Optimization exercise on an open flow, not production practice.
RTL: at most simulated, not proved equivalent.
Function not checked: runs 1 to 3.
Power: default activity.

==> design.v <==
`timescale 1ns/1ns
`default_nettype none
package cf_pkg;
   localparam int num_slots   = 2;
   localparam int instr_w     = 32;
   localparam int addr_w      = 32;
   localparam int reg_addr_w  = 5;
   localparam int queue_depth = 4;
   localparam int ptr_w       = 3;    
   localparam int wb_delay    = 2;    
   typedef logic [instr_w-1:0]    instr_t;
   typedef logic [addr_w-1:0]     addr_t;
   typedef logic [reg_addr_w-1:0] reg_addr_t;
   typedef logic [2:0]            isize_t;    
   typedef struct packed {
      instr_t instr;
      addr_t  pc;
      addr_t  next_pc;
      logic   next_pc_valid;    
      logic   taken;
      isize_t isize;
   } cf_entry_t;
   typedef struct packed {
      logic      check;
      reg_addr_t rd;
      addr_t     link;    
   } link_job_t;
   function automatic logic is_branch(input instr_t instr);
      is_branch = instr[6:0] == 7'b1100011;
   endfunction
   function automatic logic is_jal(input instr_t instr);
      is_jal = instr[6:0] == 7'b1101111;
   endfunction
   function automatic logic is_jalr(input instr_t instr);
      is_jalr = instr[6:0] == 7'b1100111;
   endfunction
   function automatic logic is_cf(input instr_t instr);
      is_cf = (instr[6:0] == 7'b1100011) || (instr[6:0] == 7'b1101111) ||
              (instr[6:0] == 7'b1100111);
   endfunction
   function automatic reg_addr_t get_rd(input instr_t instr);
      get_rd = instr[11:7];
   endfunction
   function automatic addr_t dest_offset(input addr_t  pc,
                                         input addr_t  dest,
                                         input instr_t instr,
                                         input logic   taken,
                                         input isize_t isize);
      addr_t offset;
      offset = dest - pc;
      if ((instr[6:0] == 7'b1100011) && !taken)
         offset = offset - addr_t'(isize);
      dest_offset = offset;
   endfunction
endpackage
`default_nettype wire
`timescale 1ns/1ns
`default_nettype none
module cf_add_small #(
   parameter int low = 4
) (
   input  logic [31:0]    a,
   input  logic [low-1:0] b,
   output logic [31:0]    s
);
   logic [low:0] lo;
   assign lo       = {1'b0, a[low-1:0]} + {1'b0, b};
   assign s[low-1:0] = lo[low-1:0];
   for (genvar i = low; i < 32; i++) begin : g_up
      if (i == low) begin : g_first
         assign s[i] = a[i] ^ lo[low];
      end else begin : g_rest
         assign s[i] = a[i] ^ (lo[low] & (&a[i-1:low]));
      end
   end
endmodule
`default_nettype wire
`default_nettype none
module cf_rd_zero (
   input  logic [4:0] rd,
   output logic       z_lo,
   output logic       z_hi
);
   assign z_lo = rd[2:0] == 3'd0;
   assign z_hi = rd[4:3] == 2'd0;
endmodule
`default_nettype wire
`timescale 1ns/1ns
`default_nettype none
module cf_checker_top (
   input  logic                 clk,
   input  logic                 reset_,
   input  logic                 cf_enable,
   input  logic   [cf_pkg::num_slots:1] commit,
   input  cf_pkg::instr_t [cf_pkg::num_slots:1] slot_instr,
   input  cf_pkg::addr_t  [cf_pkg::num_slots:1] slot_pc,
   input  cf_pkg::isize_t [cf_pkg::num_slots:1] slot_isize,
   input  logic   [cf_pkg::num_slots:1] slot_taken,           
   input  logic   [cf_pkg::num_slots:1] slot_is_dup,
   input  logic   [cf_pkg::num_slots:1] slot_received_kill,
   input  logic                 dut_branch_taken,
   input  logic                 rf_write_en,
   input  cf_pkg::reg_addr_t            rf_write_rd,
   input  cf_pkg::addr_t                rf_write_data,
   output logic                 rf_lock,
   output logic                 rf_unlock,
   output logic                 check_done,
   output logic                 err_cf_dest,
   output logic                 err_no_orig,
   output logic                 err_link
);
   logic        c1, found, is_dup, any_commit;
   logic        push, save;
   logic [31:0] ev_instr, ev_pc;
   logic [2:0]  ev_isize;
   logic        ev_taken, ev_isbr;
   logic [2:1]        br, lk, cf, tk, fall, link;
   logic [2:1][3:0]   lo;
   logic [2:1][31:3]  inc;
   logic [2:1][31:0]  g;
   for (genvar s = 1; s <= 2; s++) begin : g_slot
      assign br[s]   = slot_instr[s][6:0] == 7'b1100011;
      assign lk[s]   = (slot_instr[s][6:0] == 7'b1101111) || (slot_instr[s][6:0] == 7'b1100111);
      assign cf[s]   = br[s] || lk[s];
      assign tk[s]   = slot_is_dup[s] ? (dut_branch_taken || slot_received_kill[s])
                                      : slot_taken[s];
      assign fall[s] = br[s] && !tk[s];
      assign link[s] = lk[s] && (slot_instr[s][11:7] != 5'd0);
      assign lo[s]   = {1'b0, slot_pc[s][2:0]} + {1'b0, slot_isize[s]};
      assign inc[s][3] = ~slot_pc[s][3];
      for (genvar i = 4; i < 32; i++) begin : g_inc
         assign inc[s][i] = slot_pc[s][i] ^ (&slot_pc[s][i-1:3]);
      end
      assign g[s][2:0]  = fall[s] ? lo[s][2:0] : slot_pc[s][2:0];
      assign g[s][31:3] = (fall[s] && lo[s][3]) ? inc[s] : slot_pc[s][31:3];
   end
   assign c1         = commit[1] && cf[1];           
   assign found      = c1 || (commit[2] && cf[2]);
   assign is_dup     = c1 ? slot_is_dup[1] : slot_is_dup[2];
   assign any_commit = commit[1] || commit[2];
   assign push       = cf_enable && found && !is_dup;
   assign save       = cf_enable && found && is_dup;
   assign ev_instr = c1 ? slot_instr[1] : slot_instr[2];
   assign ev_pc    = c1 ? slot_pc[1]    : slot_pc[2];
   assign ev_isize = c1 ? slot_isize[1] : slot_isize[2];
   assign ev_taken = c1 ? tk[1] : tk[2];
   assign ev_isbr  = c1 ? br[1] : br[2];
   logic [31:0] q_instr [0:3];
   logic [31:0] q_g     [0:3];
   logic [31:0] q_npc   [0:3];
   logic        q_taken [0:3];
   logic [4:0]  occ;             
   logic        need_patch;      
   logic        held, empty, compare, pop, patch;
   logic [3:0]  wsel, psel;      
   logic [31:0] ev_g;
   assign empty   = occ[0];
   assign compare = held && any_commit;
   assign pop     = compare && !empty;
   assign patch   = any_commit && need_patch;
   for (genvar i = 0; i < 4; i++) begin : g_sel
      assign wsel[i] = push  && (pop ? occ[i+1] : occ[i]);
      if (i < 3) begin : g_p
         assign psel[i] = patch && (pop ? occ[i+2] : occ[i+1]);
      end else begin : g_p3
         assign psel[i] = patch && !pop && occ[4];
      end
   end
   assign ev_g = c1 ? g[1] : g[2];
   always_ff @(posedge clk) begin
      for (int i = 0; i < 4; i++) begin
         if (wsel[i]) begin
            q_instr[i] <= ev_instr;
            q_g[i]     <= ev_g;
            q_npc[i]   <= slot_pc[2];
            q_taken[i] <= ev_taken;
         end else begin
            if (pop && i < 3) begin
               q_instr[i] <= q_instr[i+1];
               q_g[i]     <= q_g[i+1];
               q_npc[i]   <= q_npc[i+1];
               q_taken[i] <= q_taken[i+1];
            end
            if (psel[i])
               q_npc[i] <= slot_pc[1];
         end
      end
   end
   always_ff @(posedge clk) begin
      if (!reset_) begin
         occ        <= 5'b00001;
         need_patch <= 1'b0;
      end else begin
         if (push && !pop)      occ <= {occ[3:0], 1'b0};
         else if (pop && !push) occ <= {1'b0, occ[4:1]};
         if (any_commit) need_patch <= push && !(c1 && commit[2]);
      end
   end
   logic [31:0] d_instr, d_g;
   logic        d_taken, d_isbr;
   always_ff @(posedge clk) begin
      if (!reset_)   held <= 1'b0;
      else if (save) held <= 1'b1;
      else if (compare) held <= 1'b0;
   end
   always_ff @(posedge clk) begin
      if (save) begin
         d_instr <= ev_instr;
         d_g     <= ev_g;
         d_taken <= ev_taken;
         d_isbr  <= ev_isbr;
      end
   end
   logic mism;    
   assign mism = (q_instr[0] != d_instr) || (d_isbr && (q_taken[0] != d_taken));
   logic [31:0] ps, pc2, px, cin_need, cout;
   logic [31:0] ok;
   assign ps  = q_npc[0] ^ ~q_g[0] ^ d_g;
   assign pc2 = {((q_npc[0] & ~q_g[0]) | (q_npc[0] & d_g) | (~q_g[0] & d_g)), 1'b1};
   assign px  = ps ^ pc2;
   assign cin_need = px ^ slot_pc[1];
   assign cout     = (ps & pc2) | (px & ~slot_pc[1]);
   assign ok[0]    = ~cin_need[0];
   for (genvar i = 1; i < 32; i++) begin : g_ok
      assign ok[i] = cin_need[i] == cout[i-1];
   end
   logic e_mism, e_pop;
   logic [1:0] e_off_ne;
   always_ff @(posedge clk) begin
      if (!reset_) begin
         check_done  <= 1'b0;
         err_no_orig <= 1'b0;
         e_mism      <= 1'b0;
         e_pop       <= 1'b0;
      end else begin
         check_done  <= compare;
         err_no_orig <= compare && empty;
         e_mism      <= pop && mism;
         e_pop       <= pop;
      end
   end
   always_ff @(posedge clk) begin
      e_off_ne[0] <= !(&ok[15:0]);
      e_off_ne[1] <= !(&ok[31:16]);
   end
   assign err_cf_dest = e_mism || (e_pop && (e_off_ne[0] || e_off_ne[1]));
   logic        j0_v, j1_v;
   logic [4:0]  j0_rd, j1_rd;
   logic [31:0] j0_pc, j1_link;
   logic [2:0]  j0_isize;
   logic [31:0] j0_link;
   cf_add_small #(.low(3)) u_add_link (.a(j0_pc), .b(j0_isize), .s(j0_link));
   always_ff @(posedge clk) begin
      if (!reset_) begin
         j0_v <= 1'b0;
         j1_v <= 1'b0;
      end else begin
         j0_v <= cf_enable && (c1 ? link[1] : (commit[2] && link[2]));
         j1_v <= j0_v;
      end
   end
   always_ff @(posedge clk) begin
      j0_rd    <= ev_instr[11:7];
      j0_pc    <= ev_pc;
      j0_isize <= ev_isize;
      j1_rd    <= j0_rd;
      j1_link  <= j0_link;
   end
   logic rd_z_lo, rd_z_hi;
   cf_rd_zero u_rd_zero (.rd(rf_write_rd), .z_lo(rd_z_lo), .z_hi(rd_z_hi));
   assign rf_lock   = j1_v && rf_write_en && !(rd_z_lo && rd_z_hi);
   assign rf_unlock = rf_write_en && !rf_lock;
   always_ff @(posedge clk) begin
      if (!reset_)
         err_link <= 1'b0;
      else
         err_link <= j1_v && (!rf_write_en || (rf_write_rd != j1_rd) ||
                              (rf_write_data != j1_link));
   end
endmodule
`default_nettype wire
==> flow/run.sh <==
#!/bin/bash
# Standard ORFS layout with faster port buffers and unrestricted timing repair.
# Each tool's full output stays in orfs/logs; this script's own log is flow_run.log.
set -uo pipefail
exec > flow_run.log 2>&1
bash standard.sh \
   BUFFER_PORTS_ARGS="-buffer_cell sky130_fd_sc_hd__buf_4" \
   MATCH_CELL_FOOTPRINT=0 \
   finish
==> standard.sh <==
#!/bin/bash
# synth_recipe.tcl (not shown) runs the flow's synth.tcl, then flattens the netlist and writes it again
# the make line also repeats each setting of config.mk as NAME=value (left out here)
make -C /OpenROAD-flow-scripts/flow DESIGN_CONFIG=/design/flow/config.mk WORK_HOME=/design/flow/orfs CLKGATE_MAP_FILE= SYNTH_SCRIPT=/design/flow/synth_recipe.tcl "${@:-finish}"
==> config.mk <==
export PLATFORM = sky130hd
export DESIGN_NAME = cf_checker_top
export DESIGN_NICKNAME = cf_checker_top
export VERILOG_FILES = /design/flow/design.v
export SDC_FILE = /design/flow/constraint.sdc
export NUM_CORES = 4
export LEC_CHECK = 0
export CAP_MARGIN = 20
export CORE_MARGIN = 2
export CORE_UTILIZATION = 40
export SETUP_SLACK_MARGIN = 5.0
export SLEW_MARGIN = 20
export SYNTH_HIERARCHICAL = 1
export SYNTH_MINIMUM_KEEP_SIZE = 0
export TNS_END_PERCENT = 5
==> constraint.sdc <==
create_clock -name core_clock -period 5.6 [get_ports {clk}]
set_input_delay 1.1200 -clock core_clock [delete_from_list [all_inputs] [get_ports {clk}]]
set_output_delay 1.1200 -clock core_clock [all_outputs]
set_load 0.01 [all_outputs]
==> impl_results.md, run 1 <==
- Status: no timing/DRC/antenna violations
- I/O Pins: 190
- Hpwl dp: 47900 um
- Max cap viols: 0
- Worst Hold Class: flop to flop
- Drt pass-1 iters: 5
- ANT cells: 0
- CTS Buf Count: 57
- Worst VDD drop: 0.217 mV
- RSZ-0062 raised after global routing: true
- Asr flop ratio synth: 0%
- Wire per inst: 23.2 um
- Synthesis-to-layout area growth: 23.7%
- Least-Margin Pin Slew: 1.03 ns
- Via count: 19100
- Post-route antenna net violation count: 0
- Synth warn: 11
- Final net count: 2847
- Clk buf depth: 3
- Number of global-route vias before repair: 18600
- Max FO, Critical Path: 8
- Largest net degree at the start of global routing: 70
- Die extent in y: 265 um
- Power Dens Cells: 263 mW/mm^2
- Setup crit end kind: flop
- Worst path arrival time: 3.42 ns
- Sequential cell area fraction in the yosys report: 57.1%
- Clk slew on worst S/H paths: 0.06 ns
- Post-Syn Area: 0.0271 mm^2
- Syn_area_per_cell: 11.6 um^2
- Endpoints failing setup: 0
- Final Critical Period: 2.96 ns
- FP Rows: 95
- Fin crit share: 52.9%
- GRT overflow: 0
- Synthesized instance count: 2340
- Worst Setup Slack, final: 2.64 ns
- Cts hold-fix bufs: 0
- Fmax: 0.338 GHz
- Setup Slack @ Placement: 1.15 ns
- Total track usage: 22.1%
- Setup TNS: 0 ns
- TritonCTS clock tree: done
- First-pass GRT wire length: 116000 um
- CTS Sinks: 547
- CP startpoint kind: input port
- Syn nets: 2610
- Share of cells above drive strength 1: 25.4%
- Cell variety after synth: 61
- Initial DRC count: 1728
- Vias/cell: 5.45
- Slew Limit Fails: 0
- WL final: 81300 um
- Remaining DRCs: 0
- Top_reg_cell synth: edfxtp_1
- CP required: 6.05 ns
- Initial antenna violation count: 8
- Clk_lat worst skew: 0.62 ns
- Slew HR: 31.0%
- Htree depth: 2
- FILL cells: 5772
- Clock Tree Root: clkbuf_16
- Port Buffers: 189
- Die ar.: 0.0700 mm^2
- Number of synthesized flops with an enable pin: 454
- Fin. Hold Viols: 0
- WS Path Type: input port to flop
- Initial Util: 40.4%
- FF+latch count, synth: 547
- Leakage power: 0.0124 uW
- Die Width: 265 um
- Final Wtd Congestion: 0.863
- Max Clock Skew: 0.0283 ns
- Core footprint: 0.0672 mm^2
[routing by layer]
metal	track usage, %	wire (um)	share of wire [%]
met2	37.1	39100	48
met1	28.2	32900	40
met4	9.06	3440	4.2
met3	3.99	5780	7.1
met5	0	93	0.11
[Yosys stat by module, one instance, submodules excluded, excerpt]
module          cells  area, um^2
cf_rd_zero          2        13.8
cf_checker_top   2255       26500
[layout make-up]
type	instances	area (um^2)	share of cell area, %
flip-flops and latches	547	15500	46.1
multi-input cells	1552	11800	35.1
repair buffers	311	2920	8.69
clock buffers	79	1630	4.85
well taps	873	1090	3.25
inverters	108	409	1.22
clock inverters	28	263	0.782
[worst paths after layout]
| check | startpoint | endpoint | slack [ns] | cells past startpoint |
|---|---|---|---|---|
| hold reg to reg | j0_pc[31] | j1_link[31] | 0.44 | 1 |
| hold / removal | j0_pc[31] | j1_link[31] | 0.44 | 1 |
| setup reg to reg | d_g[25] | e_off_ne[1] | 2.76 | 7 |
| setup / recovery | slot_instr[36] | q_g[1][27] | 2.64 | 9 |
[synth_stat cells, types with 2 or more instances]
library cell / count / area share [%]
nand2_1: 600 / 8.3
edfxtp_1: 454 / 50
mux2i_1: 141 / 5.2
inv_1: 108 / 1.5
o21ai_0: 105 / 1.9
xnor2_1: 99 / 3.2
mux2_2: 96 / 4.0
dfxtp_1: 93 / 6.9
clkbuf_1: 90 / 1.2
fa_1: 64 / 4.7
xor2_1: 60 / 1.9
nor4_1: 47 / 1.1
buf_2: 46 / 0.85
o31ai_1: 34 / 0.94
nand4_1: 33 / 0.76
nor2_1: 27 / 0.37
ha_1: 22 / 1.0
nand3_1: 21 / 0.39
nor3_1: 21 / 0.39
nand2b_1: 17 / 0.39
and2_1: 15 / 0.35
and3_1: 15 / 0.35
o31a_1: 13 / 0.42
a21oi_1: 10 / 0.18
and4_1: 10 / 0.32
nor3_2: 10 / 0.37
buf_1: 9 / 0.12
nor4b_1: 8 / 0.26
or3_1: 7 / 0.16
a21o_1: 5 / 0.14
nand3_2: 5 / 0.18
or4_1: 5 / 0.14
nor2b_1: 4 / 0.092
o21a_1: 4 / 0.11
a21boi_0: 3 / 0.083
nor3b_1: 3 / 0.083
nor4_2: 3 / 0.14
o2111ai_1: 3 / 0.097
o21ai_1: 3 / 0.055
a31o_2: 2 / 0.065
buf_6: 2 / 0.083
nand4_4: 2 / 0.16
nor2_2: 2 / 0.046
o32ai_1: 2 / 0.065
[through the flow]
stage	power, uW	utilization (%)	hold WS [ns]	instance area, um^2	std cells
final	8840	50.0	0.436	33600	3498
after global routing	9090	50.0	0.449	33600	3498
after CTS	8850	48.4	0.446	32500	3441
after detailed placement	5030	43.9	0.431	29500	3277
after global placement	5020	43.9	0.431	29500	3277
after floorplan	4760	-	0.310	27400	2340
[cells in the final DEF (no fill, tap or decap), drive strengths merged, types with 90 or more instances in the layout]
cell type	instances
buf	300
clkbuf	90
dfxtp	93
edfxtp	454
inv	110
mux2	96
mux2i	141
nand2	604
o21ai	108
xnor2	100
[cells by family (layout without fill, tap and decap cells)]
family,after synthesis,in the layout,share of synthesized area [%]
XOR/XNOR,160,160,5.19
multiplexers,237,237,9.18
flip-flops,547,547,57.1
adder cells (fa/ha/maj),86,86,5.73
AO/OA/AOI/OAI,190,192,4.30
buffers and inverters,256,526,3.82
AND/OR/NAND/NOR,864,877,14.7
[power by group]
group	switching [uW]	leakage, uW	internal (uW)	total, uW
logic	331	0.00657	242	572
clock network	1610	0.000940	2220	3830
registers	30.7	0.00486	4410	4440
[flip-flops by register name (all words and copies together), names as in the netlist, 2 cells and up]
name / flops
q_g: 128
q_instr: 128
q_npc: 128
d_g: 32
d_instr: 32
j0_pc: 32
j1_link: 32
j0_rd: 5
j1_rd: 5
occ: 5
q_taken: 4
j0_isize: 3
e_off_ne: 2
[critical path, stage by stage]
cell and delay, ns:
buf_6 0.09, nand3b_4 0.17, or4_4 0.62, or4_4 0.53
buf_6 0.15, nor4_4 0.26, nor3_4 0.07, buf_6 0.15
o31ai_4 0.22
[repair_timing]
item | 4_1_cts | 5_1_grt
pin swaps | 24 | 31
resized for setup | 147 | 106
cloned | 23 | 10
endpoints found under the setup margin | 1002 | 1002
buffers inserted | 34 | 47
==> run 2: changes to the inputs <==
--- a/config.mk
+++ b/config.mk
@@ -8,7 +8,7 @@
 export CAP_MARGIN = 20
 export CORE_MARGIN = 2
 export CORE_UTILIZATION = 40
-export SETUP_SLACK_MARGIN = 5.0
+export SETUP_SLACK_MARGIN = 2.9
 export SLEW_MARGIN = 20
 export SYNTH_HIERARCHICAL = 1
 export SYNTH_MINIMUM_KEEP_SIZE = 0
==> run 2 against run 1 <==
Net effect:
- still clean
- non-clock buffer count shrank 24
- synthesized cell count stayed put
- worst setup slack better by 0.0097 ns
- clock power about the same
- sequential share of layout area is 0.73 points higher
- fmax rose by 0.33%
- register-to-register slack gained 0.06 ns
- flip-flop and latch count unchanged
- global-route usage down 0.64 points
- final area decreased by 1.6%
==> impl_results.md, run 2 <==
- Status: no timing/DRC/antenna violations (unchanged)
- Synth Area in Compound Gates: 4.30% (unchanged)
- Number of synthesized flops with an enable pin: 454 (unchanged)
- CTS Sinks: 547 (unchanged)
- Die extent in y: 265 um (unchanged)
- Final Wtd Congestion: 0.863 (unchanged)
- First-pass GRT wire length: 113000 um (was 116000 um)
- Largest stage delay on the critical path: 0.62 ns (about the same)
- Clk_lat worst skew: 0.62 ns (about the same)
- I/O Pins: 190 (unchanged)
- Top_reg_cell synth: edfxtp_1 (unchanged)
- Setup crit end kind: flop (unchanged)
- Largest net degree at the start of global routing: 70 (unchanged)
- CTS Buf Count: 57 (unchanged)
- Final net count: 2823 (was 2847)
- Vias/cell: 5.42 (was 5.45)
- Synthesis-to-layout area growth: 21.8% (was 23.7%)
- Post-synth top cells: nand2_1, edfxtp_1, mux2i_1 (unchanged)
- Core footprint: 0.0672 mm^2 (unchanged)
- Post-synthesis mux area share: 9.18% (unchanged)
- Slew Limit Fails: 0 (unchanged)
- Asr flop ratio synth: 0% (unchanged)
- Initial antenna violation count: 8 (unchanged)
- WP buf/inv: 3 (unchanged)
- FP Rows: 95 (unchanged)
- Clock Tree Root: clkbuf_16 (unchanged)
- Cell with the most instances after synthesis: nand2_1 (unchanged)
- Initial DRC count: 1633 (was 1728)
- Endpoints failing setup: 0 (unchanged)
- Syn nets: 2610 (unchanged)
- Hold_ws: 0.436 ns (about the same)
- Setup TNS: 0 ns (unchanged)
- Clk buf depth: 3 (unchanged)
- Setup Slack @ Placement: 1.15 ns (unchanged)
- Number of global-route vias before repair: 18400 (was 18600)
- Clk slew on worst S/H paths: 0.06 ns (about the same)
- Largest cells by area after synthesis: edfxtp_1, nand2_1, dfxtp_1 (unchanged)
- Share of cells above drive strength 1: 24.1% (was 25.4%)
- Total track usage: 21.4% (was 22.1%)
- Via count: 18900 (was 19100)
- CP required: 6.06 ns (was 6.05 ns)
- Most common cell after layout, fill and taps aside: nand2_1 (unchanged)
- Slew HR: 33.6% (was 31.0%)
- Adder-Cell Fraction of Synth Area: 5.73% (unchanged)
- Die Width: 265 um (unchanged)
- FILL cells: 5835 (was 5772)
- Post-route antenna net violation count: 0 (unchanged)
- Post-route cell area: 0.0331 mm^2 (was 0.0336 mm^2)
- Post-Syn Area: 0.0271 mm^2 (unchanged)
- Fin. Hold Viols: 0 (unchanged)
- Most frequent cells in the layout: nand2_1, edfxtp_1, buf_4 (unchanged)
- Max cap viols: 0 (unchanged)
- CP max stage cell: or4_4 (unchanged)
- Leakage power: 0.0121 uW (was 0.0124 uW)
- Fin crit share: 52.7% (was 52.9%)
- Cell variety after synth: 61 (unchanged)
- CP Cell Sequence: buf_6 > nand3b_4 > or4_4 > or4_4 > buf_6 > nor4_4 > nor3_4 > buf_6 > o31ai_4 (unchanged)
- WS Path Type: input port to flop (unchanged)
- WL final: 79000 um (was 81300 um)
- Max FO, Critical Path: 8 (unchanged)
- TritonCTS clock tree: done (unchanged)
- Cts hold-fix bufs: 0 (unchanged)
- FF+latch count, synth: 547 (unchanged)
- Initial Util: 40.4% (unchanged)
- GRT overflow: 0 (unchanged)
- Sequential cell area fraction in the yosys report: 57.1% (unchanged)
- Hpwl dp: 47900 um (unchanged)
- Post-Synth XOR/XNOR Area: 5.19% (unchanged)
- Area share of and/or/nand/nor cells after synthesis: 14.7% (unchanged)
- Tot Pwr: 8820 uW (was 8840 uW)
- Remaining DRCs: 0 (unchanged)
- Htree depth: 2 (unchanged)
- RSZ-0062 raised after global routing: true (unchanged)
- Drt pass-1 iters: 5 (unchanged)
- Top cell by count, worst path: buf_6 (unchanged)
- DP Area: 0.0295 mm^2 (unchanged)
- Synth warn: 11 (unchanged)
- Final Critical Period: 2.95 ns (was 2.96 ns)
- Syn_area_per_cell: 11.6 um^2 (unchanged)
- Least-Margin Pin Slew: 0.989 ns (was 1.03 ns)
- Synthesized instance count: 2340 (unchanged)
- Worst Hold Class: flop to flop (unchanged)
- Port Buffers: 189 (unchanged)
- Die ar.: 0.0700 mm^2 (unchanged)
- Largest regs: q_g: 128 flops, q_instr: 128 flops, q_npc: 128 flops (unchanged)
- Post-synth top area share: 50.2% (unchanged)
- Fmax: 0.339 GHz (was 0.338 GHz)
- Max Clock Skew: 0.0327 ns (was 0.0283 ns)
- Power Dens Cells: 267 mW/mm^2 (was 263 mW/mm^2)
- Wire per inst: 22.7 um (was 23.2 um)
- Synth area leader: edfxtp_1 (unchanged)
- Worst path arrival time: 3.41 ns (was 3.42 ns)
- Largest delay contributor family on the critical path: simple AND/OR/NAND/NOR gates (unchanged)
- Worst VDD drop: 0.231 mV (was 0.217 mV)
- Largest family of logic cells by synthesized area: simple AND/OR/NAND/NOR gates (unchanged)
- Worst Setup Slack, final: 2.65 ns (was 2.64 ns)
- CP startpoint kind: input port (unchanged)
==> run 2: routing by layer <==
metal,routed length [um],vias to the layer above,part of all wire (%),GRT usage (%)
met5,92,-,0.12,0
met4,2870,14,3.6,7.97
met3,5050,154,6.4,3.67
met2,38800,670,49,37.0
met1,32100,9387,41,27.0
li1,-,8626,-,-
==> run 2: Yosys stat by module, one instance, submodules excluded, excerpt <==
module          copies in the design  cells  flops+latches  area [um^2]
cf_rd_zero                         1      2              0         13.8
cf_checker_top                     1   2255            547        26500
==> run 2: report_power, final <==
group	total [uW]	internal [uW]	leakage (uW)	switching, uW
Sequential	4440	4410	0.00486	30.7
Combinational	555	233	0.00634	322
Clock	3820	2220	0.000940	1600
==> run 2: final timing paths <==
path	startpoint	end	slack [ns]	cells past startpoint
worst min register to register	j0_pc[31]	j1_link[31]	0.44	1
worst max-delay path	slot_instr[36]	q_g[1][27]	2.65	9
worst min-delay path	j0_pc[31]	j1_link[31]	0.44	1
worst max register to register	d_g[27]	e_off_ne[1]	2.82	7
==> run 2: worst reg2reg max path, delay by kind of cell, from the launching register on <==
family | cells | cell delay [ns]
fa+ha+maj | 2 | 1.04
buf+inv | 1 | 0.05
xor+xnor | 1 | 0.37
flops | 1 | 0.40
simple gates | 3 | 0.77
==> run 2: metrics by stage <==
step | util (%) | instances
after floorplan | - | 2340
after global placement | 43.9 | 3277
after detailed placement | 43.9 | 3277
after CTS | 47.8 | 3421
after global routing | 49.2 | 3474
final | 49.2 | 3475
==> run 2: kinds of logic after synthesis <==
logic type	after synthesis
simple gates	864
flops	547
buf+inv	256
mux	237
compound gates	190
xor+xnor	160
fa+ha+maj	86
==> run 2: what timing repair did <==
item / 4_1_cts / 5_1_grt
setup endpoints to repair: 783 / 767
gates resized for setup: 93 / 82
gates cloned: 14 / 10
pin swaps: 19 / 32
buffers inserted: 23 / 43
==> run 2: area by class of cell <==
type,instances,area [um^2],area share [%]
timing repair buffer,287,2530,7.67
clock buffer,79,1630,4.92
inverter,108,409,1.24
tap,873,1090,3.30
sequential,547,15500,46.9
multi-input combinational,1552,11600,35.2
antenna,1,2.50,0.00757
clock inverter,28,263,0.795
==> run 3: changes to the inputs <==
--- a/config.mk
+++ b/config.mk
@@ -12,4 +12,4 @@
 export SLEW_MARGIN = 20
 export SYNTH_HIERARCHICAL = 1
 export SYNTH_MINIMUM_KEEP_SIZE = 0
-export TNS_END_PERCENT = 5
+export TNS_END_PERCENT = 30
==> run 3 against run 2 <==
Net effect:
- worst hold slack lost 0.013 ns
- combinational power grew about 10%
- area after synthesis is the same
- highest routed layer unchanged
==> impl_results.md, run 3 <==
- Largest regs: q_g: 128 flops, q_instr: 128 flops, q_npc: 128 flops (unchanged)
- Setup crit end kind: flop (unchanged)
- Most common cell after layout, fill and taps aside: nand2_1 (unchanged)
- Post-Synth XOR/XNOR Area: 5.19% (unchanged)
- Cell with the most instances after synthesis: nand2_1 (unchanged)
- Leakage power: 0.0130 uW (was 0.0121 uW)
- Die ar.: 0.0700 mm^2 (unchanged)
- RSZ-0062 raised after global routing: true (unchanged)
- Drt pass-1 iters: 6 (was 5)
- Adder-Cell Fraction of Synth Area: 5.73% (unchanged)
- Wire per inst: 24.7 um (was 22.7 um)
- Die Width: 265 um (unchanged)
- Largest family of logic cells by synthesized area: simple AND/OR/NAND/NOR gates (unchanged)
- Initial Util: 40.4% (unchanged)
- Core footprint: 0.0672 mm^2 (unchanged)
- Most frequent cells in the layout: nand2_1, edfxtp_1, buf_4 (unchanged)
- Sequential cell area fraction in the yosys report: 57.1% (unchanged)
- Cell variety after synth: 61 (unchanged)
- WS Path Type: input port to flop (unchanged)
- Hold_sp: j0_rd[1] (was j0_pc[31])
- Reg2reg start: q_npc[0][27] (was d_g[27])
- Post-synth top cells: nand2_1, edfxtp_1, mux2i_1 (unchanged)
- Hold_ws: 0.423 ns (was 0.436 ns)
- Initial DRC count: 1993 (was 1633)
- Hold Path Depth: 0 (was 1)
- WL final: 87800 um (was 79000 um)
- Fin. Hold Viols: 0 (unchanged)
- Slew HR: 35.5% (was 33.6%)
- Synth area leader: edfxtp_1 (unchanged)
- Clock Tree Root: clkbuf_16 (unchanged)
- Largest net degree at the start of global routing: 58 (was 70)
- Power Dens Cells: 254 mW/mm^2 (was 267 mW/mm^2)
- FP Rows: 95 (unchanged)
- Initial antenna violation count: 2 (was 8)
- Vias/cell: 5.63 (was 5.42)
- Max Clock Skew: 0.0328 ns (was 0.0327 ns)
- Number of global-route vias before repair: 19500 (was 18400)
- Die extent in y: 265 um (unchanged)
- First-pass GRT wire length: 123000 um (was 113000 um)
- Htree depth: 2 (unchanged)
- Critical R2R Capture: e_off_ne[1] (unchanged)
- I/O Pins: 190 (unchanged)
- Hold worst-path end: j1_rd[1] (was j1_link[31])
- Status: no timing/DRC/antenna violations (unchanged)
- Total track usage: 23.4% (was 21.4%)
- Final Critical Period: 2.95 ns (about the same)
- Top cell by count, worst path: or4_4 (was buf_6)
- Synth Area in Compound Gates: 4.30% (unchanged)
- Top_reg_cell synth: edfxtp_1 (unchanged)
- Share of cells above drive strength 1: 27.4% (was 24.1%)
- Number of synthesized flops with an enable pin: 454 (unchanged)
- Worst Reg2Reg Path Length in Cells: 7 (unchanged)
- Max FO, Critical Path: 6 (was 8)
- Area share of and/or/nand/nor cells after synthesis: 14.7% (unchanged)
- CP Cell Sequence: buf_6 > nand3b_4 > or4_4 > or4_4 > o31a_1 > nor3_4 > nor2_1 (was buf_6 > nand3b_4 > or4_4 > or4_4 > buf_6 > nor4_4 > nor3_4 > buf_6 > o31ai_4)
- Hpwl dp: 48300 um (was 47900 um)
- Via count: 20000 (was 18900)
- Worst Hold Class: flop to flop (unchanged)
- TritonCTS clock tree: done (unchanged)
- Port Buffers: 189 (unchanged)
- Cts hold-fix bufs: 0 (unchanged)
- Final Wtd Congestion: 0.855 (was 0.863)
- Fin crit share: 52.6% (was 52.7%)
- Syn nets: 2610 (unchanged)
- Max cap viols: 0 (unchanged)
- Largest cells by area after synthesis: edfxtp_1, nand2_1, dfxtp_1 (unchanged)
- Clk slew on worst S/H paths: 0.06 ns (about the same)
- Asr flop ratio synth: 0% (unchanged)
- Synthesized instance count: 2340 (unchanged)
- Post-Syn Area: 0.0271 mm^2 (unchanged)
- Post-synth top area share: 50.2% (unchanged)
- Fmax: 0.340 GHz (was 0.339 GHz)
- FF+latch count, synth: 547 (unchanged)
- Remaining DRCs: 0 (unchanged)
- CP startpoint kind: input port (unchanged)
- CP required: 5.94 ns (was 6.06 ns)
- Worst path arrival time: 3.29 ns (was 3.41 ns)
- Endpoints failing setup: 0 (unchanged)
- Post-route antenna net violation count: 0 (unchanged)
- GRT overflow: 0 (unchanged)
- Worst VDD drop: 0.252 mV (was 0.231 mV)
- CP max stage cell: or4_4 (unchanged)
- Synthesis-to-layout area growth: 28.5% (was 21.8%)
- Clk buf depth: 3 (unchanged)
- Slew Limit Fails: 0 (unchanged)
- Clk_lat worst skew: 0.62 ns (about the same)
- Synth warn: 11 (unchanged)
- Least-Margin Pin Slew: 0.958 ns (was 0.989 ns)
- Final net count: 2904 (was 2823)
- Setup TNS: 0 ns (unchanged)
- CTS Sinks: 547 (unchanged)
- FF-to-FF setup slack: 2.87 ns (was 2.82 ns)
- Syn_area_per_cell: 11.6 um^2 (unchanged)
- CTS Buf Count: 56 (was 57)
- Largest stage delay on the critical path: 0.64 ns (was 0.62 ns)
- Post-synthesis mux area share: 9.18% (unchanged)
==> run 3: how the worst max path moves through the flow <==
stage                   start           to
6_report       slot_instr[36]      d_g[27]
5_1_grt        slot_instr[36]   q_g[2][26]
4_1_cts        slot_instr[36]   q_g[0][27]
3_5_place_dp        commit[1]    q_g[2][2]
3_3_place_gp        commit[1]    q_g[2][7]
2_1_floorplan       commit[2]  q_npc[2][0]
==> run 3: logic make-up (layout without fill, tap and decap cells) <==
logic type,after synthesis,in the layout
xor gates and xnor gates,160,160
buffers and inverters,256,573
muxes,237,237
and+or+nand+nor,864,885
other,0,1
DFF,547,547
AOI/OAI and AO/OA,190,192
adders and majority gates,86,86
==> run 3: worst max-delay path: cells and delay by family <==
family,cells,cell delay (ns)
and+or+nand+nor,5,1.71
AOI/OAI and AO/OA,1,0.34
buffers and inverters,1,0.09
==> run 3: through the flow <==
| stage | utilization, % | cells | instance area [um^2] | power (uW) | setup WS (ns) |
|---|---|---|---|---|---|
| 2_1_floorplan | - | 2340 | 27400 | 4760 | 2.29 |
| 3_3_place_gp | 43.9 | 3277 | 29500 | 5010 | 1.26 |
| 5_1_grt | 51.9 | 3553 | 34900 | 9110 | 2.63 |
| 3_5_place_dp | 43.9 | 3277 | 29500 | 5020 | 1.18 |
| 6_report | 51.9 | 3554 | 34900 | 8880 | 2.65 |
| 4_1_cts | 49.9 | 3497 | 33500 | 8860 | 2.70 |
==> run 3: metal layers <==
| metal | vias up | wire (um) | track usage [%] |
|---|---|---|---|
| met1 | 10000 | 35100 | 31.2 |
| li1 | 8809 | - | - |
| met3 | 204 | 7200 | 3.30 |
| met2 | 933 | 41700 | 38.9 |
| met5 | - | 33 | 0 |
| met4 | 4 | 3810 | 9.15 |
==> run 3: modules after synthesis (local to each module, per instance), a selection <==
| module | flops+latches | cell area (um^2) |
|---|---|---|
| cf_checker_top | 547 | 26500 |
| cf_rd_zero | 0 | 13.8 |
==> run 3: power by group <==
group	total [uW]	leakage (uW)	switching [uW]	internal (uW)
Combinational	613	0.00724	347	265
Clock	3820	0.000935	1620	2210
Sequential	4440	0.00486	31.0	4410
Total	8880	0.0130	1990	6880
==> run 3: cell type report <==
| class | count | area [um^2] |
|---|---|---|
| fillers | 5594 | 32300 |
| flip-flops and latches | 547 | 15500 |
| multi-input cells | 1560 | 12300 |
| repair buffers | 361 | 3680 |
| clock buffers | 83 | 1670 |
| well taps | 873 | 1090 |
| inverters | 108 | 409 |
| clock inverters | 21 | 200 |
| diodes | 1 | 2.50 |
==> run 3: repair_timing <==
item                                    CTS  global route
cloned                                   38            17
buffers inserted                         78            39
pin swaps                                51            31
gates resized for setup                 196           150
endpoints found under the setup margin  851           717
==> run 4: changes to the inputs <==
--- a/design.v
+++ b/design.v
@@ -225,7 +225,7 @@
       assign ok[i] = cin_need[i] == cout[i-1];
    end
    logic e_mism, e_pop;
-   logic [1:0] e_off_ne;
+   logic [3:0] e_off_ne;
    always_ff @(posedge clk) begin
       if (!reset_) begin
          check_done  <= 1'b0;
@@ -240,10 +240,10 @@
       end
    end
    always_ff @(posedge clk) begin
-      e_off_ne[0] <= !(&ok[15:0]);
-      e_off_ne[1] <= !(&ok[31:16]);
-   end
-   assign err_cf_dest = e_mism || (e_pop && (e_off_ne[0] || e_off_ne[1]));
+      for (int q = 0; q < 4; q++)
+         e_off_ne[q] <= !(&ok[8*q +: 8]);
+   end
+   assign err_cf_dest = e_mism || (e_pop && (|e_off_ne));
    logic        j0_v, j1_v;
    logic [4:0]  j0_rd, j1_rd;
    logic [31:0] j0_pc, j1_link;
==> run 4 against run 3 <==
Net effect:
- clock skew grew 0.030 ns
- sequential power about the same
- via count shrank 6.9%
- non-clock buffer count shrank 73
- clock power up 1%
- global-route usage down 1.1 points
- critical path depth is 2 lower
- worst hold slack improved by 0.011 ns
- total power about the same
- critical path type is now input port to primary output
- critical endpoint is now rf_unlock
==> impl_results.md, run 4 <==
- Status: no timing/DRC/antenna violations (unchanged)
- Final net count: 2738 (was 2904)
- Vias/cell: 5.48 (was 5.63)
- First-pass GRT wire length: 116000 um (was 123000 um)
- CTS Buf Count: 59 (was 56)
- Cell variety after synth: 67 (was 61)
- Fmax: 0.350 GHz (was 0.340 GHz)
- Fin. Hold Viols: 0 (unchanged)
- WS Path Type: input port to primary output (was input port to flop)
- Post-synth top cells: edfxtp_1, nand2_1, mux2_2 (was nand2_1, edfxtp_1, mux2i_1)
- Max cap viols: 0 (unchanged)
- Clk_lat worst skew: 0.65 ns (was 0.62 ns)
- I/O Pins: 190 (unchanged)
- DP Area: 0.0296 mm^2 (was 0.0295 mm^2)
- Largest cells by area after synthesis: edfxtp_1, dfxtp_1, mux2_2 (was edfxtp_1, nand2_1, dfxtp_1)
- Sequential cell area fraction in the yosys report: 57.0% (was 57.1%)
- Post-Syn Area: 0.0272 mm^2 (was 0.0271 mm^2)
- Final Critical Period: 2.85 ns (was 2.95 ns)
- WL final: 82000 um (was 87800 um)
- Leakage power: 0.0123 uW (was 0.0130 uW)
- GRT overflow: 0 (unchanged)
- Crit path from: rf_write_rd[2] (was slot_instr[36])
- Reg2reg start: held (was q_npc[0][27])
- Syn nets: 2520 (was 2610)
- Worst path arrival time: 1.73 ns (was 3.29 ns)
- Largest net degree at the start of global routing: 68 (was 58)
- Hold_sp: j0_rd[3] (was j0_rd[1])
- Largest regs: q_g: 128 flops, q_instr: 128 flops, q_npc: 128 flops (unchanged)
- Synth warn: 11 (unchanged)
- Port Buffers: 189 (unchanged)
- Least-Margin Pin Slew: 0.963 ns (was 0.958 ns)
- Drt pass-1 iters: 5 (was 6)
- Remaining DRCs: 0 (unchanged)
- Synthesis-to-layout area growth: 21.9% (was 28.5%)
- Top_reg_cell synth: edfxtp_1 (unchanged)
- Wire per inst: 24.2 um (was 24.7 um)
- Cts hold-fix bufs: 0 (unchanged)
- Clk buf depth: 3 (unchanged)
- Final Wtd Congestion: 0.863 (was 0.855)
- Final Util: 49.3% (was 51.9%)
- Cell with the most instances after synthesis: edfxtp_1 (was nand2_1)
- CP required: 4.48 ns (was 5.94 ns)
- FF+latch count, synth: 549 (was 547)
- Power Dens Cells: 267 mW/mm^2 (was 254 mW/mm^2)
- Die ar.: 0.0702 mm^2 (was 0.0700 mm^2)
- Core footprint: 0.0673 mm^2 (was 0.0672 mm^2)
- Slew HR: 35.8% (was 35.5%)
- RSZ-0062 raised after global routing: true (unchanged)
- Total track usage: 22.3% (was 23.4%)
- Number of global-route vias before repair: 18000 (was 19500)
- Clk slew on worst S/H paths: 0.06 ns (about the same)
- Post-route cell area: 0.0332 mm^2 (was 0.0349 mm^2)
- Synth area leader: edfxtp_1 (unchanged)
- Post-route antenna net violation count: 0 (unchanged)
- CP startpoint kind: input port (unchanged)
- Setup crit end kind: primary output (was flop)
- Number of synthesized flops with an enable pin: 454 (unchanged)
- Max FO, Critical Path: 2 (was 6)
- Die extent in y: 265 um (about the same)
- Htree depth: 2 (unchanged)
- Slew Limit Fails: 0 (unchanged)
- Worst VDD drop: 0.242 mV (was 0.252 mV)
- Worst Hold Class: flop to flop (unchanged)
- Initial Util: 40.5% (was 40.4%)
- Via count: 18600 (was 20000)
- Clock Tree Root: clkbuf_16 (unchanged)
- Die Width: 265 um (about the same)
- Syn_area_per_cell: 12.1 um^2 (was 11.6 um^2)
- Post-synth top area share: 50.1% (was 50.2%)
- TritonCTS clock tree: done (unchanged)
- Endpoints failing setup: 0 (unchanged)
- Share of cells above drive strength 1: 27.0% (was 27.4%)
- Synthesized instance count: 2250 (was 2340)
- Initial DRC count: 1785 (was 1993)
- FP Rows: 95 (unchanged)
- Initial antenna violation count: 5 (was 2)
- Setup TNS: 0 ns (unchanged)
- Hpwl dp: 49400 um (was 48300 um)
- Asr flop ratio synth: 0% (unchanged)
- Most frequent cells in the layout: edfxtp_1, nand2_1, buf_4 (was nand2_1, edfxtp_1, buf_4)
- CTS Sinks: 549 (was 547)
- Most common cell after layout, fill and taps aside: edfxtp_1 (was nand2_1)
- Max Clock Skew: 0.0625 ns (was 0.0328 ns)
- Fin crit share: 50.9% (was 52.6%)
## run 4: cell count changes in the layout (fill, tap and decap cells not counted), moves of 9 or more
cell       delta
o21ai_0      -57
o31ai_1      +11
mux2_4       -64
mux2_2      +113
nor2_1       +68
buf_4        -30
clkbuf_16    -11
or3_4        -14
mux2i_1      +10
buf_6        -15
buf_12        -9
a21oi_1      +64
nand2_1     -226
mux2i_4      -15
## run 4: cell type report
class,count,area [um^2]
Inverter,113,430
Timing Repair inverter,1,7.51
Clock inverter,27,218
Antenna cell,4,10.0
Tap cell,873,1090
Multi-Input combinational cell,1456,11500
Clock buffer,83,1700
Sequential cell,549,15500
Timing Repair Buffer,288,2650
Fill cell,5861,34100
## run 4: per-module statistics from Yosys, one instance, submodules excluded, a selection
module | times used | cells
cf_checker_top | 1 | 2165
cf_rd_zero | 1 | 2
## run 4: cell families (layout without fill, tap and decap cells)
group | count (synthesis) | count (layout) | share of synthesized area, %
multiplexers | 282 | 282 | 11.0
flip-flops | 549 | 549 | 57.0
AO/OA/AOI/OAI | 201 | 201 | 4.56
other | 0 | 4 | 0
adder cells (fa/ha/maj) | 86 | 86 | 5.71
AND/OR/NAND/NOR | 721 | 729 | 12.7
XOR/XNOR | 158 | 158 | 5.11
buffers and inverters | 253 | 512 | 3.83
## run 4: report_power, final
| group | internal, uW | total, uW | switching, uW |
|---|---|---|---|
| logic | 235 | 558 | 322 |
| clock network | 2150 | 3860 | 1710 |
| registers | 4420 | 4450 | 31.8 |
| total | 6810 | 8870 | 2070 |
## run 4: final timing paths
kind / end / cells past startpoint / slack (ns)
worst max register to register: q_npc[3][6] / 8 / 3.17
worst max-delay path: rf_unlock / 5 / 2.75
worst min-delay path: j1_rd[3] / 0 / 0.43
worst min register to register: j1_rd[3] / 0 / 0.43
## run 4: through the flow
step / std cells / worst slack [ns] / hold WS, ns / power (uW)
finish: 3394 / 2.75 / 0.434 / 8870
CTS: 3351 / 2.76 / 0.405 / 8890
global route: 3392 / 2.72 / 0.417 / 9130
floorplan: 2250 / 1.96 / 0.310 / 4780
global placement: 3202 / 1.53 / 0.428 / 5030
detailed placement: 3202 / 1.41 / 0.438 / 5040
## run 4: metal layers
| metal | GRT usage [%] | vias up | part of all wire [%] |
|---|---|---|---|
| met5 | 0 | - | 0.020 |
| met4 | 7.73 | 2 | 3.2 |
| met3 | 4.13 | 168 | 8.4 |
| met2 | 36.5 | 805 | 47 |
| met1 | 29.8 | 9213 | 41 |
| li1 | - | 8421 | - |
## run 4: worst max-delay path: stages
cell	delay [ns]
buf_8	0.10
nor3_4	0.17
a21oi_2	0.08
nor2b_1	0.13
buf_4	0.14
## run 4: timing repair
| action | CTS | global route |
|---|---|---|
| buffers inserted | 25 | 31 |
| pin swaps | 16 | 26 |
| endpoints found under the setup margin | 836 | 473 |
| cloned | 14 | 8 |
| gates resized for setup | 80 | 120 |
==> run 5: changes to the inputs <==
--- a/config.mk
+++ b/config.mk
@@ -8,8 +8,8 @@
 export CAP_MARGIN = 20
 export CORE_MARGIN = 2
 export CORE_UTILIZATION = 40
-export SETUP_SLACK_MARGIN = 2.9
+export SETUP_SLACK_MARGIN = 5.0
 export SLEW_MARGIN = 20
 export SYNTH_HIERARCHICAL = 1
 export SYNTH_MINIMUM_KEEP_SIZE = 0
-export TNS_END_PERCENT = 30
+export TNS_END_PERCENT = 5
==> run 5 against run 4 <==
Net effect:
- still clean on timing, DRC and antenna
- clock skew fell by 0.023 ns
- area after synthesis did not move
- die area did not move
- critical path depth did not move
- fmax rose by 0.18%
- combinational power rose by 4.8%
- sequential power barely moved
- global-route usage barely moved
- total power rose by 0.50%
- via count rose by 1.5%
- largest cell class unchanged
==> impl_results.md, run 5 <==
- CP Cell Sequence: buf_8 > nor3_4 > a21oi_2 > nor2b_1 > buf_4 (unchanged)
- Post-synth top area share: 50.1% (unchanged)
- Hpwl dp: 48500 um (was 49400 um)
- Endpoints failing setup: 0 (unchanged)
- Wl on met1: 34100 um (was 33600 um)
- Final net count: 2772 (was 2738)
- Max Clock Skew: 0.0391 ns (was 0.0625 ns)
- Max layer used: met5 (unchanged)
- FILL cells: 5805 (was 5861)
- Setup TNS: 0 ns (unchanged)
- FP Rows: 95 (unchanged)
- CTS Buf Count: 59 (unchanged)
- WP buf/inv: 2 (unchanged)
- Die extent in y: 265 um (unchanged)
- Leakage power: 0.0126 uW (was 0.0123 uW)
- Switch Pwr: 2070 uW (about the same)
- FF+latch count, synth: 549 (unchanged)
- Die Width: 265 um (unchanged)
- Syn nets: 2520 (unchanged)
- Clk slew on worst S/H paths: 0.06 ns (about the same)
- Largest net degree at the start of global routing: 91 (was 68)
- Synthesis-to-layout area growth: 24.6% (was 21.9%)
- Largest delay contributor family on the critical path: simple AND/OR/NAND/NOR gates (unchanged)
- Drt pass-1 iters: 6 (was 5)
- Max cap viols: 0 (unchanged)
- TritonCTS clock tree: done (unchanged)
- Clock power frac: 43.5% (about the same)
- GRT overflow: 0 (unchanged)
- Cell variety after synth: 67 (unchanged)
- Syn_area_per_cell: 12.1 um^2 (unchanged)
- Initial DRC count: 1993 (was 1785)
- Max FO, Critical Path: 2 (unchanged)
- Worst Setup Slack, final: 2.75 ns (about the same)
- Tot Pwr: 8920 uW (was 8870 uW)
- Synth warn: 11 (unchanged)
- Clock Tree Root: clkbuf_16 (unchanged)
- Final Wtd Congestion: 0.863 (about the same)
- Asr flop ratio synth: 0% (unchanged)
- Core footprint: 0.0673 mm^2 (unchanged)
- Clk buf depth: 3 (unchanged)
- WL final: 83500 um (was 82000 um)
- Most frequent cells in the layout: edfxtp_1, nand2_1, buf_4 (unchanged)
- Sequential cell area fraction in the yosys report: 57.0% (unchanged)
- Initial Util: 40.5% (unchanged)
- Sequential fraction of design power: 50.0% (was 50.2%)
- I/O Pins: 190 (unchanged)
- Post-Syn Area: 0.0272 mm^2 (unchanged)
- Status: no timing/DRC/antenna violations (unchanged)
- Synthesized instance count: 2250 (unchanged)
- Routed wl met3: 6680 um (was 6890 um)
- Vias/cell: 5.51 (was 5.48)
- First-pass GRT wire length: 117000 um (was 116000 um)
- Most common cell after layout, fill and taps aside: edfxtp_1 (unchanged)
- Fmax: 0.351 GHz (was 0.350 GHz)
- Largest cells by area after synthesis: edfxtp_1, dfxtp_1, mux2_2 (unchanged)
- Worst Hold Class: flop to flop (unchanged)
- Least-Margin Pin Slew: 0.829 ns (was 0.963 ns)
- WS Path Type: input port to primary output (unchanged)
- Worst VDD drop: 0.204 mV (was 0.242 mV)
- Port Buffers: 189 (unchanged)
- Initial antenna violation count: 10 (was 5)
- Setup Slack @ Placement: 1.25 ns (was 1.41 ns)
- Share of cells above drive strength 1: 28.4% (was 27.0%)
- Slew HR: 44.4% (was 35.8%)
- Number of synthesized flops with an enable pin: 454 (unchanged)
- Remaining DRCs: 0 (unchanged)
- Clk_lat worst skew: 0.65 ns (about the same)
- Pint: 6850 uW (was 6810 uW)
- Post-route antenna net violation count: 0 (unchanged)
- Cell with the most instances after synthesis: edfxtp_1 (unchanged)
- Top_reg_cell synth: edfxtp_1 (unchanged)
- Logic pwr share: 6.6% (was 6.3%)
- Fin. Hold Viols: 0 (unchanged)
- Setup crit end kind: primary output (unchanged)
- RSZ-0062 raised after global routing: true (unchanged)
- Fin crit share: 50.9% (about the same)
- Number of global-route vias before repair: 18400 (was 18000)
- Die ar.: 0.0702 mm^2 (unchanged)
- CTS Sinks: 549 (unchanged)
- CP required: 4.48 ns (about the same)
- Worst path arrival time: 1.73 ns (about the same)
- Total track usage: 22.3% (about the same)
- Post-synth top cells: edfxtp_1, nand2_1, mux2_2 (unchanged)
- Power Dens Cells: 263 mW/mm^2 (was 267 mW/mm^2)
- Sw Ratio: 23.2% (was 23.3%)
- Htree depth: 2 (unchanged)
- Synth area leader: edfxtp_1 (unchanged)
- CP startpoint kind: input port (unchanged)
- Final Critical Period: 2.85 ns (about the same)
- Slew Limit Fails: 0 (unchanged)
- Largest regs: q_g: 128 flops, q_instr: 128 flops, q_npc: 128 flops (unchanged)
- Wire per inst: 24.3 um (was 24.2 um)
- CP max stage cell: nor3_4 (unchanged)
- Largest stage delay on the critical path: 0.17 ns (about the same)
- Met2 WL: 39100 um (was 38900 um)
- Via count: 18900 (was 18600)
[run 5: cell types whose count changed in the layout (fill, tap and decap cells not counted), sizes merged, moves of 2 or more]
cell / before / now
buf: 280 / 308
clkinv: 18 / 25
clkinvlp: 4 / 1
inv: 119 / 116
nand2: 379 / 381
[run 5: per-layer routing]
metal  GRT usage, %  vias to the layer above
li1               -                     8505
met3           4.33                      194
met4           8.03                        4
met2           36.5                      833
met1           29.5                     9354
met5              0                        -
[run 5: kinds of logic (layout without fill, tap and decap cells)]
group	after synthesis	after routing	share of synthesized area, %
XOR/XNOR	158	158	5.11
AO/OA/AOI/OAI	201	201	4.56
multiplexers	282	282	11.0
AND/OR/NAND/NOR	721	733	12.7
flip-flops	549	549	57.0
adder cells (fa/ha/maj)	86	86	5.71
buffers and inverters	253	543	3.83
other	0	5	0
[run 5: path summary, 6_finish.rpt]
kind                            slack [ns]            to  cells after the start      startpoint
worst max-delay path                  2.75     rf_unlock                      5  rf_write_rd[2]
worst min-delay path                  0.42   j1_link[31]                      1       j0_pc[31]
worst max register to register        3.12  q_npc[2][30]                      8            held
worst min register to register        0.42   j1_link[31]                      1       j0_pc[31]
[run 5: what timing repair did]
action / 4_1_cts / 5_1_grt
endpoints found under the setup margin: 1004 / 1006
hold buffers: 0 / 0
buffers inserted: 42 / 44
resized for setup: 97 / 195
pin swaps: 20 / 52
cloned: 16 / 10
[run 5: Yosys stat by module, one instance, submodules excluded, a selection]
| module | cells inside | area (um^2) |
|---|---|---|
| cf_rd_zero | 2 | 13.8 |
| cf_checker_top | 2165 | 26600 |
[run 5: area by class of cell]
cell class	instances	area (um^2)	share of cell area, %
antenna	5	12.5	0.0369
inverter	113	443	1.30
tap	873	1090	3.22
multi-input combinational	1460	11800	34.8
clock inverter	30	240	0.708
timing repair buffer	319	3130	9.22
clock buffer	81	1690	4.97
sequential	549	15500	45.8
[run 5: metrics by stage]
stage                     hold WS, ns  instance area (um^2)  cells  util, %
after global routing            0.455                 33900   3428     50.4
after CTS                       0.427                 32400   3371     48.2
after floorplan                 0.310                 27300   2250        -
after global placement          0.432                 29500   3202     43.9
final                           0.425                 33900   3430     50.5
after detailed placement        0.418                 29500   3202     43.9
[run 5: power by group through the flow]
stage / logic, uW / registers, uW / clock network (uW)
after floorplan: 248 / 4530 / 0
after global placement: 481 / 4540 / 0
after detailed placement: 492 / 4540 / 0
after CTS: 516 / 4450 / 3930
after global routing: 627 / 4460 / 4080
final: 585 / 4450 / 3880
==> run 6: changes to the inputs <==
--- a/config.mk
+++ b/config.mk
@@ -8,6 +8,7 @@
 export CAP_MARGIN = 20
 export CORE_MARGIN = 2
 export CORE_UTILIZATION = 40
+export PLACE_DENSITY = 0.75
 export SETUP_SLACK_MARGIN = 5.0
 export SLEW_MARGIN = 20
 export SYNTH_HIERARCHICAL = 1
==> run 6 against run 5 <==
Net effect:
- final area grew 2.0%
- worst hold slack gained 0.022 ns
- utilization grew 0.99 points
- sequential power is essentially flat
- fmax shrank 0.33%
- first-iteration DRC count grew 30%
- synthesized cell count is the same
- critical path type is now input port to flop
- critical endpoint is now q_npc[0][20]
- largest power group unchanged
- highest routed layer unchanged
==> impl_results.md, run 6 <==
- Status: no timing/DRC/antenna violations (unchanged)
- Hold_ws: 0.447 ns (was 0.425 ns)
- CP required: 5.94 ns (was 4.48 ns)
- CTS Buf Count: 57 (was 59)
- First-pass GRT wire length: 126000 um (was 117000 um)
- Worst VDD drop: 0.252 mV (was 0.204 mV)
- Final Wtd Congestion: 0.913 (was 0.863)
- Via count: 20100 (was 18900)
- Power Dens Cells: 260 mW/mm^2 (was 263 mW/mm^2)
- CP startpoint kind: input port (unchanged)
- Setup TNS: 0 ns (unchanged)
- Synthesized instance count: 2250 (unchanged)
- Fmax: 0.350 GHz (was 0.351 GHz)
- Slew HR: 44.5% (was 44.4%)
- Post-synth top cells: edfxtp_1, nand2_1, mux2_2 (unchanged)
- Top cell by count, worst path: nor2_4
- Drt pass-1 iters: 8 (was 6)
- Synth Area in Compound Gates: 4.56% (unchanged)
- Syn nets: 2520 (unchanged)
- Fin crit share: 51.0% (was 50.9%)
- Setup crit end kind: flop (was primary output)
- TritonCTS clock tree: done (unchanged)
- Top_reg_cell synth: edfxtp_1 (unchanged)
- Largest regs: q_g: 128 flops, q_instr: 128 flops, q_npc: 128 flops (unchanged)
- Leakage power: 0.0129 uW (was 0.0126 uW)
- CP max stage cell: o21ai_0 (was nor3_4)
- Htree depth: 2 (unchanged)
- Worst path arrival time: 3.19 ns (was 1.73 ns)
- Slew Limit Fails: 0 (unchanged)
- CTS Sinks: 549 (unchanged)
- Number of synthesized flops with an enable pin: 454 (unchanged)
- Largest delay contributor family on the critical path: compound AO/OA/AOI/OAI gates (was simple AND/OR/NAND/NOR gates)
- Fin. Hold Viols: 0 (unchanged)
- Die ar.: 0.0702 mm^2 (unchanged)
- Syn_area_per_cell: 12.1 um^2 (unchanged)
- Wire per inst: 26.0 um (was 24.3 um)
- Max cap viols: 0 (unchanged)
- Synthesis-to-layout area growth: 27.1% (was 24.6%)
- Max FO, Critical Path: 20 (was 2)
- Area share of and/or/nand/nor cells after synthesis: 12.7% (unchanged)
- Post-route antenna net violation count: 0 (unchanged)
- I/O Pins: 190 (unchanged)
- Remaining DRCs: 0 (unchanged)
- Most frequent cells in the layout: edfxtp_1, nand2_1, buf_4 (unchanged)
- WP buf/inv: 2 (unchanged)
- Number of global-route vias before repair: 19400 (was 18400)
- Port Buffers: 189 (unchanged)
- WS Path Type: input port to flop (was input port to primary output)
- Hpwl dp: 48200 um (was 48500 um)
- Core footprint: 0.0673 mm^2 (unchanged)
- Synth area leader: edfxtp_1 (unchanged)
- Total track usage: 24.3% (was 22.3%)
- Die Width: 265 um (unchanged)
- Sequential cell area fraction in the yosys report: 57.0% (unchanged)
- Clk_lat worst skew: 0.66 ns (was 0.65 ns)
- Endpoints failing setup: 0 (unchanged)
- Asr flop ratio synth: 0% (unchanged)
- Least-Margin Pin Slew: 0.827 ns (was 0.829 ns)
- Post-Syn Area: 0.0272 mm^2 (unchanged)
- Largest stage delay on the critical path: 0.56 ns (was 0.17 ns)
- Post-Synth XOR/XNOR Area: 5.11% (unchanged)
- GRT overflow: 0 (unchanged)
- Largest cells by area after synthesis: edfxtp_1, dfxtp_1, mux2_2 (unchanged)
- Largest family of logic cells by synthesized area: simple AND/OR/NAND/NOR gates (unchanged)
- Post-synthesis mux area share: 11.0% (unchanged)
- FP Rows: 95 (unchanged)
- Final Critical Period: 2.86 ns (was 2.85 ns)
- Clock Tree Root: clkbuf_16 (unchanged)
- Initial Util: 40.5% (unchanged)
- Share of cells above drive strength 1: 30.2% (was 28.4%)
- Final net count: 2792 (was 2772)
- Worst Hold Class: flop to flop (unchanged)
- CP Cell Sequence: buf_6 > o21ai_4 > nor2_4 > mux2i_4 > nor2_4 > buf_4 > mux2i_1 > o21ai_0 (was buf_8 > nor3_4 > a21oi_2 > nor2b_1 > buf_4)
- Adder-Cell Fraction of Synth Area: 5.71% (unchanged)
- RSZ-0062 raised after global routing: true (unchanged)
- Max Clock Skew: 0.0390 ns (was 0.0391 ns)
- Largest net degree at the start of global routing: 68 (was 91)
- Die extent in y: 265 um (unchanged)
- Most common cell after layout, fill and taps aside: edfxtp_1 (unchanged)
- Clk slew on worst S/H paths: 0.06 ns (about the same)
- Cts hold-fix bufs: 0 (unchanged)
- Vias/cell: 5.82 (was 5.51)
- FF+latch count, synth: 549 (unchanged)
- Cell with the most instances after synthesis: edfxtp_1 (unchanged)
- Post-synth top area share: 50.1% (unchanged)
- Initial antenna violation count: 11 (was 10)
- WL final: 89800 um (was 83500 um)
- Clk buf depth: 3 (unchanged)
- Cell variety after synth: 67 (unchanged)
- Synth warn: 11 (unchanged)
- Initial DRC count: 2586 (was 1993)
==> run 6: cell counts after synthesis <==
No cell type changed its count.
==> run 6: path summary, 6_finish.rpt <==
path             endpoint  startpoint  depth (start not counted)  slack (ns)
max reg2reg  q_npc[0][20]      occ[0]                          6        2.97
min reg2reg   j1_link[31]   j0_pc[31]                          1        0.45
min           j1_link[31]   j0_pc[31]                          1        0.45
max          q_npc[0][20]   commit[1]                          8        2.74
==> run 6: where the power goes <==
part / switching [uW] / internal (uW) / total, uW
clock network: 1710 / 2260 / 3960
registers: 32.5 / 4420 / 4450
logic: 339 / 247 / 586
==> run 6: repair_timing <==
action,CTS,global route
pin swaps,42,20
cloned,44,10
hold endpoints to repair,0,0
endpoints found under the setup margin,1004,1005
setup buffers,52,31
gates resized for setup,239,102
==> run 6: area by class of cell <==
| class | instances | area (um^2) |
|---|---|---|
| Fill cell | 5433 | 32700 |
| Sequential cell | 549 | 15500 |
| Multi-Input combinational cell | 1458 | 11900 |
| Timing Repair Buffer | 342 | 3660 |
| Clock buffer | 74 | 1590 |
| Tap cell | 873 | 1090 |
| Inverter | 113 | 435 |
| Clock inverter | 33 | 367 |
| Antenna cell | 7 | 17.5 |
| Timing Repair inverter | 1 | 7.51 |
==> run 6: per-layer routing <==
metal  global-route usage (%)  vias to the layer above  share of wire [%]
li1                         -                     8534                  -
met1                     30.1                     9772                 36
met4                     12.6                        8                6.9
met3                     6.84                      351                 12
met5                        0                        -              0.048
met2                     38.8                     1402                 45
==> run 6: per-module statistics from Yosys (local to each module, per instance), excerpt <==
module          copies in the design  flops+latches  cell area, um^2
cf_rd_zero                         1              0             13.8
cf_checker_top                     1            549            26600
==> run 6: cell families (layout without fill, tap and decap cells) <==
group           Yosys count  in the layout
fa+ha+maj                86             86
simple gates            721            731
mux                     282            282
other cells               0              7
compound gates          201            201
buf+inv                 253            563
flops                   549            549
xor+xnor                158            158
==> run 6: worst register-to-register path: cells and delay by family (launching register included) <==
family                 cells  cell delay [ns]
AOI/OAI and AO/OA          1             0.56
muxes                      2             0.37
DFF                        1             0.55
and+or+nand+nor            2             0.39
buffers and inverters      1             0.44
==> run 6: metrics by stage <==
step / worst slack (ns) / std cells / instance area (um^2) / power (uW) / utilization (%)
floorplan: 1.96 / 2250 / 27300 / 4780 / -
global placement: 1.17 / 3199 / 29500 / 5010 / 43.8
detailed placement: 1.08 / 3199 / 29500 / 5030 / 43.8
CTS: 2.72 / 3402 / 33700 / 8970 / 50.1
global route: 2.71 / 3448 / 34600 / 9230 / 51.4
finish: 2.74 / 3450 / 34600 / 9000 / 51.4
==> run 7: changes to the inputs <==
--- a/config.mk
+++ b/config.mk
@@ -7,8 +7,7 @@
 export LEC_CHECK = 0
 export CAP_MARGIN = 20
 export CORE_MARGIN = 2
-export CORE_UTILIZATION = 40
-export PLACE_DENSITY = 0.75
+export CORE_UTILIZATION = 55
 export SETUP_SLACK_MARGIN = 5.0
 export SLEW_MARGIN = 20
 export SYNTH_HIERARCHICAL = 1
==> run 7 against run 6 <==
Net effect:
- non-clock buffer count grew 18
- utilization grew 19 points
- die area shrank 27%
- via count shrank 0.80%
- count of clock-buffer cells in the layout shrank 3
- still clean
- critical path depth is the same
- sequential share of layout area grew 0.15 points
- largest cell class unchanged
- highest routed layer unchanged
==> impl_results.md, run 7 <==
- Cts hold-fix bufs: 0 (unchanged)
- Top_reg_cell synth: edfxtp_1 (unchanged)
- Endpoints failing setup: 0 (unchanged)
- Synthesized instance count: 2250 (unchanged)
- Max Clock Skew: 0.0225 ns (was 0.0390 ns)
- Syn nets: 2520 (unchanged)
- First-pass GRT wire length: 117000 um (was 126000 um)
- Sequential cell area fraction in the yosys report: 57.0% (unchanged)
- Initial DRC count: 2606 (was 2586)
- Largest cells by area after synthesis: edfxtp_1, dfxtp_1, mux2_2 (unchanged)
- Final Wtd Congestion: 0.833 (was 0.913)
- Status: no timing/DRC/antenna violations (unchanged)
- Post-Syn Area: 0.0272 mm^2 (unchanged)
- Fin. Hold Viols: 0 (unchanged)
- Most common cell after layout, fill and taps aside: edfxtp_1 (unchanged)
- Initial antenna violation count: 6 (was 11)
- Vias/cell: 6.11 (was 5.82)
- Met2 Use GR: 48.9% (was 38.8%)
- Synth area leader: edfxtp_1 (unchanged)
- CTS Buf Count: 57 (unchanged)
- Met3 Track Usage GR: 5.20% (was 6.84%)
- Cells after DPL: 2991 (was 3199)
- Final net count: 2814 (was 2792)
- Logic pwr share: 6.6% (was 6.5%)
- Post-synth top area share: 50.1% (unchanged)
- Htree depth: 2 (unchanged)
- Reg area: 0.0155 mm^2 (about the same)
- Syn_area_per_cell: 12.1 um^2 (unchanged)
- Cell with the most instances after synthesis: edfxtp_1 (unchanged)
- CP required: 5.98 ns (was 5.94 ns)
- Hold_ws: 0.423 ns (was 0.447 ns)
- Drt pass-1 iters: 6 (was 8)
- Share of cells above drive strength 1: 30.1% (was 30.2%)
- Number of synthesized flops with an enable pin: 454 (unchanged)
- Core footprint: 0.0490 mm^2 (was 0.0673 mm^2)
- Setup TNS: 0 ns (unchanged)
- Power Dens Cells: 263 mW/mm^2 (was 260 mW/mm^2)
- Die Width: 227 um (was 265 um)
- I/O Pins: 190 (unchanged)
- Cell variety after synth: 67 (unchanged)
- Synthesis-to-layout area growth: 26.6% (was 27.1%)
- WS Path Type: input port to flop (unchanged)
- Remaining DRCs: 0 (unchanged)
- Clk slew on worst S/H paths: 0.06 ns (about the same)
- Fmax: 0.342 GHz (was 0.350 GHz)
- Post-synth top cells: edfxtp_1, nand2_1, mux2_2 (unchanged)
- Post-route insts no fill: 3260 (was 3450)
- Fin crit share: 52.3% (was 51.0%)
- Tot Pwr: 9060 uW (was 9000 uW)
- RSZ-0062 raised after global routing: true (unchanged)
- Clock Tree Root: clkbuf_16 (unchanged)
- Synth warn: 11 (unchanged)
- Worst VDD drop: 0.233 mV (was 0.252 mV)
- Via count: 19900 (was 20100)
- Slew HR: 30.7% (was 44.5%)
- Initial Util: 55.6% (was 40.5%)
- Least-Margin Pin Slew: 1.04 ns (was 0.827 ns)
- Die ar.: 0.0513 mm^2 (was 0.0702 mm^2)
- Final Critical Period: 2.93 ns (was 2.86 ns)
- Area of the multi-input gates: 0.0119 mm^2 (about the same)
- Setup crit end kind: flop (unchanged)
- Clock power frac: 44.3% (was 44.0%)
- Clk buf depth: 3 (unchanged)
- Largest net degree at the start of global routing: 66 (was 68)
- DP Area: 0.0293 mm^2 (was 0.0295 mm^2)
- Most frequent cells in the layout: edfxtp_1, nand2_1, buf_4 (unchanged)
- Worst Hold Class: flop to flop (unchanged)
- Slew Limit Fails: 0 (unchanged)
- Max FO, Critical Path: 7 (was 20)
- FILL cells: 3475 (was 5433)
- Port Buffers: 189 (unchanged)
run 7: per-layer routing:
layer,routed length [um],vias to the layer above
met4,4400,2
met1,35100,9763
met5,19,-
li1,-,8603
met2,40400,1283
met3,9810,255
run 7: layout make-up:
type,instances,area share [%]
clock buffer,71,4.50
sequential,549,45.0
inverter,113,1.29
timing repair inverter,1,0.0218
multi-input combinational,1462,34.4
antenna,4,0.0290
clock inverter,36,1.22
tap,664,2.41
timing repair buffer,360,11.1
run 7: cell families (layout without fill, tap and decap cells):
group	Yosys count	count (layout)	share of synthesized area [%]
simple gates	721	734	12.7
mux	282	282	11.0
buf+inv	253	581	3.83
xor+xnor	158	158	5.11
compound gates	201	202	4.56
other cells	0	4	0
flops	549	549	57.0
fa+ha+maj	86	86	5.71
run 7: final timing paths:
kind                    startpoint            to  slack, ns  depth (start not counted)
setup / recovery  dut_branch_taken    q_g[1][22]       2.67                          8
hold / removal            j0_rd[0]      j1_rd[0]       0.42                          0
setup reg to reg            occ[0]  q_npc[0][12]       3.11                          7
hold reg to reg           j0_rd[0]      j1_rd[0]       0.42                          0
run 7: stage by stage:
step / utilization (%) / setup slack (ns)
2_1_floorplan: - / 1.96
3_3_place_gp: 59.7 / 1.38
3_5_place_dp: 59.8 / 1.28
4_1_cts: 66.1 / 2.75
5_1_grt: 70.4 / 2.70
6_report: 70.5 / 2.67
run 7: per-module statistics from Yosys, one instance, submodules excluded, a selection:
module,times used,cells
cf_checker_top,1,2165
cf_rd_zero,1,2
run 7: critical path: stages:
cell and delay [ns]:
buf_8 0.10, nor3b_4 0.46, o211ai_4 0.26, buf_4 0.21, or3_4 0.44, o31a_1 0.34
nor3_2 0.24, o31ai_1 0.12
run 7: repair_timing:
item	CTS	global route
setup endpoints to repair	1004	1005
pin swaps	14	33
gates cloned	24	26
gates resized for setup	97	215
buffers inserted	35	73
run 7: power by group through the flow:
stage          combinational (uW)  clock, uW  sequential, uW
2_1_floorplan                 248          0            4530
3_3_place_gp                  484          0            4540
3_5_place_dp                  491          0            4540
4_1_cts                       514       4050            4450
5_1_grt                       631       4200            4450
6_report                      594       4020            4450
